This design comes from an exercise in tuning for small area, a short achievable clock period and few clock cycles on the open sky130 flow, not from production work.
At most, simulation tests tie the RTL to the original design; equivalence was not proved.
Power and IR drop assume default switching activity.

## alu_arbiter
module alu_arbiter #(
  parameter int MUL_LAT = 3
) (
  input  logic        clk,
  input  logic        reset,
  input  logic        i_reqA_valid,
  input  logic        i_reqB_valid,
  output logic        o_reqA_ready,
  output logic        o_reqB_ready,
  input  logic [31:0] i_reqA_op1,
  input  logic [31:0] i_reqA_op2,
  input  logic [31:0] i_reqB_op1,
  input  logic [31:0] i_reqB_op2,
  input  logic [3:0]  i_reqA_sel,
  input  logic [3:0]  i_reqB_sel,
  output logic        o_rsp_valid,
  input  logic        i_rsp_ready,
  output logic        o_rsp_id,
  output logic [31:0] o_rsp_data,
  output logic        o_rsp_zflag,
  output logic        o_busy
);
For scale: roughly 180 flip-flops, about 180 I/O pins.
Settings: LEC_CHECK=0, ABC_AREA=1, ABC_CLOCK_PERIOD_IN_PS=4500, CAP_MARGIN=20, CORE_MARGIN=2, CORE_UTILIZATION=40, SETUP_SLACK_MARGIN=5.0, SLEW_MARGIN=20; clock period 9.5 ns.
standard.sh (not shown) runs the stock make flow with config.mk's settings and CLKGATE_MAP_FILE= SYNTH_SCRIPT=/design/flow/synth_recipe.tcl, a recipe that flattens the netlist after the stock synthesis.
==> flow/flow/run.sh <==
#!/bin/bash
# Standard ORFS layout, except that the port buffers are buf_1 cells (which
# the resizer may upsize) instead of the default delay-buffer cell.
set -euo pipefail
bash standard.sh synth > log_synth.txt 2>&1
bash standard.sh BUFFER_PORTS_ARGS="-buffer_cell sky130_fd_sc_hd__buf_1" finish > log_layout.txt 2>&1
Testbench counts at the start, summed over its fixed seeds: cycles 2,416.
==> next run, changes <==
--- a/flow/design.v
+++ b/flow/design.v
@@ -17,38 +17,48 @@
   input  logic        i_rsp_ready,
   output logic        o_rsp_id,
   output logic [31:0] o_rsp_data,
   output logic        o_rsp_zflag,
   output logic        o_busy
 );
   logic        last_b;       
-  logic        grant_b, stall, accept;
+  logic        cap_b, cap_v, other_v, stall, acc_ok, accept;
   logic [31:0] a, b;
   logic [3:0]  sel;
   logic        is_mul, is_add, is_sub, is_and, is_or, is_slt;
   logic [31:0] ax, ay;
   logic [15:0] d_one, d_two, d_neg;
   logic        v1, id1;      
   logic [31:0] ma;           
   logic [31:0] ay1;          
   logic        cin1;         
   logic [15:0] bo, bt, bn;   
   logic        v2, id2;      
   logic        cin2;
-  assign grant_b      = i_reqB_valid & (~i_reqA_valid | ~last_b);
+  assign other_v = id1 ? i_reqA_valid : i_reqB_valid;
+  always_comb begin
+    if (v1) begin
+      cap_v = other_v;
+      cap_b = ~id1;
+    end else begin
+      cap_v = i_reqA_valid | i_reqB_valid;
+      cap_b = i_reqB_valid & (~i_reqA_valid | ~last_b);
+    end
+  end
   assign stall        = v2 & ~i_rsp_ready;
-  assign o_reqA_ready = ~reset & ~stall & i_reqA_valid & ~grant_b;
-  assign o_reqB_ready = ~reset & ~stall & grant_b;
+  assign acc_ok       = v1 & ~stall & ~reset & ~(other_v & (last_b == id1));
+  assign o_reqA_ready = acc_ok & ~id1 & i_reqA_valid;
+  assign o_reqB_ready = acc_ok & id1 & i_reqB_valid;
   assign accept       = o_reqA_ready | o_reqB_ready;
   assign o_rsp_valid  = v2;
   assign o_rsp_id     = id2;
-  assign o_busy       = v1 | v2;
-  assign a   = grant_b ? i_reqB_op1 : i_reqA_op1;
-  assign b   = grant_b ? i_reqB_op2 : i_reqA_op2;
-  assign sel = grant_b ? i_reqB_sel : i_reqA_sel;
+  assign o_busy       = v2;
+  assign a   = cap_b ? i_reqB_op1 : i_reqA_op1;
+  assign b   = cap_b ? i_reqB_op2 : i_reqA_op2;
+  assign sel = cap_b ? i_reqB_sel : i_reqA_sel;
   assign is_and = (sel == 4'b0000);
   assign is_or  = (sel == 4'b0001);
   assign is_add = (sel == 4'b0010);
   assign is_mul = (sel == 4'b0011);
   assign is_sub = (sel == 4'b0110);
   assign is_slt = (sel == 4'b0111);
   assign ax = ({32{is_add | is_sub | is_mul}} & a) | ({32{is_and}} & (a & b)) |
@@ -67,30 +77,28 @@
     d_one[0] = ~is_mul | (b[0]);
   end
   always_ff @(posedge clk or posedge reset) begin
     if (reset) begin
       last_b <= 1'b1;
       v1     <= 1'b0;
       v2     <= 1'b0;
-    end else if (!stall) begin
-      if (accept) last_b <= grant_b;
-      v1 <= accept;
-      v2 <= v1;
+    end else begin
+      v1 <= cap_v;
+      if (accept) last_b <= id1;
+      if (!stall) v2 <= accept;
     end
   end
   always_ff @(posedge clk) begin
-    if (!stall) begin
-      id1  <= grant_b;
-      ma   <= ax;
-      ay1  <= ay;
-      cin1 <= is_sub;
-      bo   <= d_one;
-      bt   <= d_two;
-      bn   <= d_neg;
-    end
+    id1  <= cap_b;
+    ma   <= ax;
+    ay1  <= ay;
+    cin1 <= is_sub;
+    bo   <= d_one;
+    bt   <= d_two;
+    bn   <= d_neg;
   end
   wire pp0_0 = (bo[0] & ma[0]) ^ bn[0];
   wire pp0_1 = ((bo[0] & ma[1]) | (bt[0] & ma[0])) ^ bn[0];
   wire pp0_2 = ((bo[0] & ma[2]) | (bt[0] & ma[1])) ^ bn[0];
   wire pp0_3 = ((bo[0] & ma[3]) | (bt[0] & ma[2])) ^ bn[0];
   wire pp0_4 = ((bo[0] & ma[4]) | (bt[0] & ma[3])) ^ bn[0];
   wire pp0_5 = ((bo[0] & ma[5]) | (bt[0] & ma[4])) ^ bn[0];
Effect: The changed run finished clean; non-clock buffer count is lower by 40; setup slack is worse by 110 ps; fmax went down by a few percent; sequential power drops by about a fifth; sequential cell count is unchanged; final area fell by a few percent; die area came out lower by a few percent; power goes down by about a fifth; register-to-register slack gains 110 ps; count of clock-buffer cells in the layout increases by 1; synthesized area drops by a few percent; wire length went down by a few percent.
Only the layout flow was run in the second run of this note; the RTL was not checked for function there.

---

Another version of the RTL of alu_arbiter (not shown whole).
Size: ~2,400 cells after synthesis, about 180 I/O pins.
Settings: LEC_CHECK=0, ABC_AREA=1, ABC_CLOCK_PERIOD_IN_PS=4700, CAP_MARGIN=20, CORE_MARGIN=2, CORE_UTILIZATION=40, SETUP_SLACK_MARGIN=4.9, SLEW_MARGIN=20; clock period 9.5 ns.
==> flow/flow/run.sh <==
#!/bin/bash
# Standard ORFS layout with two changes:
#  - after the standard synthesis, polarity.py removes inverters (it picks the
#    polarity of each full adder and XOR gate, both of which can absorb an
#    inversion, and splits half adders whose inputs are both inverted);
#    registers, ports and all other cells are unchanged;
#  - the port buffers are buf_1 cells (the resizer may upsize them) instead
#    of the default delay-buffer cell.
set -euo pipefail
R=orfs/results/${FLOW_PLATFORM}/alu_arbiter/base
bash standard.sh synth > log_synth.txt 2>&1
python3 flow/polarity.py $R/1_2_yosys.v $R/1_2_yosys.pol.v > log_polarity.txt 2>&1
mv $R/1_2_yosys.pol.v $R/1_2_yosys.v
rm -f $R/1_synth.odb $R/1_synth.sdc
bash standard.sh BUFFER_PORTS_ARGS="-buffer_cell sky130_fd_sc_hd__buf_1" finish > log_layout.txt 2>&1
Other scripts of this flow, unchanged in this note and not shown: flow/flow/polarity.py
Testbench counts at the start, summed over its fixed seeds: cycles 2,416.
==> next run, changes <==
--- a/flow/design.v
+++ b/flow/design.v
@@ -25,26 +25,26 @@
   logic [3:0]  sel;
   logic        is_mul, is_add, is_sub, is_and, is_or, is_slt;
   logic [31:0] ax;
   logic [15:0] d_one, d_two, d_neg;
   logic        v1, id1;      
   logic        pick;         
   logic        qa, qb;       
   logic        nv2;          
   logic        nlast_b;      
   logic [31:0] ma;           
-  logic [15:0] bo, bt, bn;   
   logic [31:0] ma_n;         
   logic [15:0] bo_n, bt_n;   
   assign ma = ~ma_n;
   assign bo = ~bo_n;
   assign bt = ~bt_n;
+  logic [15:0] bo, bt, bn;   
   logic        v2, id2;      
   assign cap_b   = v1 ? ~id1 : pick;
   assign cap_v   = cap_b ? i_reqB_valid : i_reqA_valid;
   assign stall        = v2 & ~i_rsp_ready;
   assign o_reqA_ready = qa & i_reqA_valid & ~reset & (i_rsp_ready | nv2) & (~i_reqB_valid | ~nlast_b);
   assign o_reqB_ready = qb & i_reqB_valid & ~reset & (i_rsp_ready | nv2) & (~i_reqA_valid | nlast_b);
   assign accept       = o_reqA_ready | o_reqB_ready;
   assign o_rsp_valid  = v2;
   assign o_rsp_id     = id2;
   assign o_busy       = v2;
@@ -91,23 +91,23 @@
       qb <= cap_v & cap_b;
       if (accept) nlast_b <= ~id1;
       if (!stall) nv2 <= ~accept;
       pick <= v1 ? id1 : ~pick;
       if (!stall) v2 <= accept;
     end
   end
   always_ff @(posedge clk) begin
     id1  <= cap_b;
     ma_n <= ~ax;
-    bo_n <= ~d_one[15:0];
-    bt_n <= ~d_two[15:0];
-    bn   <= d_neg[15:0];
+    bo_n <= ~d_one;
+    bt_n <= ~d_two;
+    bn   <= d_neg;
   end
   wire pp0_0 = (bo[0] & ma[0]) ^ bn[0];
   wire pp0_1 = ((bo[0] & ma[1]) | (bt[0] & ma[0])) ^ bn[0];
   wire pp0_2 = ((bo[0] & ma[2]) | (bt[0] & ma[1])) ^ bn[0];
   wire pp0_3 = ((bo[0] & ma[3]) | (bt[0] & ma[2])) ^ bn[0];
   wire pp0_4 = ((bo[0] & ma[4]) | (bt[0] & ma[3])) ^ bn[0];
   wire pp0_5 = ((bo[0] & ma[5]) | (bt[0] & ma[4])) ^ bn[0];
   wire pp0_6 = ((bo[0] & ma[6]) | (bt[0] & ma[5])) ^ bn[0];
   wire pp0_7 = ((bo[0] & ma[7]) | (bt[0] & ma[6])) ^ bn[0];
   wire pp0_8 = ((bo[0] & ma[8]) | (bt[0] & ma[7])) ^ bn[0];
Effect: Final cell count is unchanged. Worst setup slack stays the same. Fmax does not change. Final area is unchanged. Power does not change. Combinational power barely changes. Synthesized cell count does not change. Sequential power hardly moves. Sequential cell count stays the same. Via count stays the same. Die area is unchanged. Hold slack stays the same. Routed wire length stays the same. Clock power barely changes.
Testbench counts after the change, summed over its fixed seeds: cycles 2,416.

-- afterwards: timing with drivers on the ports --
How much do the figures lean on ideal ports? The routed layouts below were timed once more, with nothing changed but the port constraints. Step 1, drivers: a clkbuf_16 drives clk and a buf_2 each remaining input, both assumed. Step 2, shift: input delay + t, output delay - t, t = (earliest + latest rising clock arrival at the registers) / 2. This alone moves slack from input paths to output paths. a / b / c = ideal / step 1 / step 2; a / b = the first two.
run | t, ns | slack for setup (ns) | pins driven straight from the clock port
the first run of note 1 | 0.544 | 4.981 / 4.944 / 4.900 | 1
the second run of note 1 | 0.514 | 4.872 / 4.831 / 4.690 | 1
the first run of note 2 | 0.502 | 4.901 / 4.846 / 4.663 | 1
the second run of note 2 | 0.502 | 4.901 / 4.846 / 4.663 | 1
After both steps every run listed still meets setup and hold.
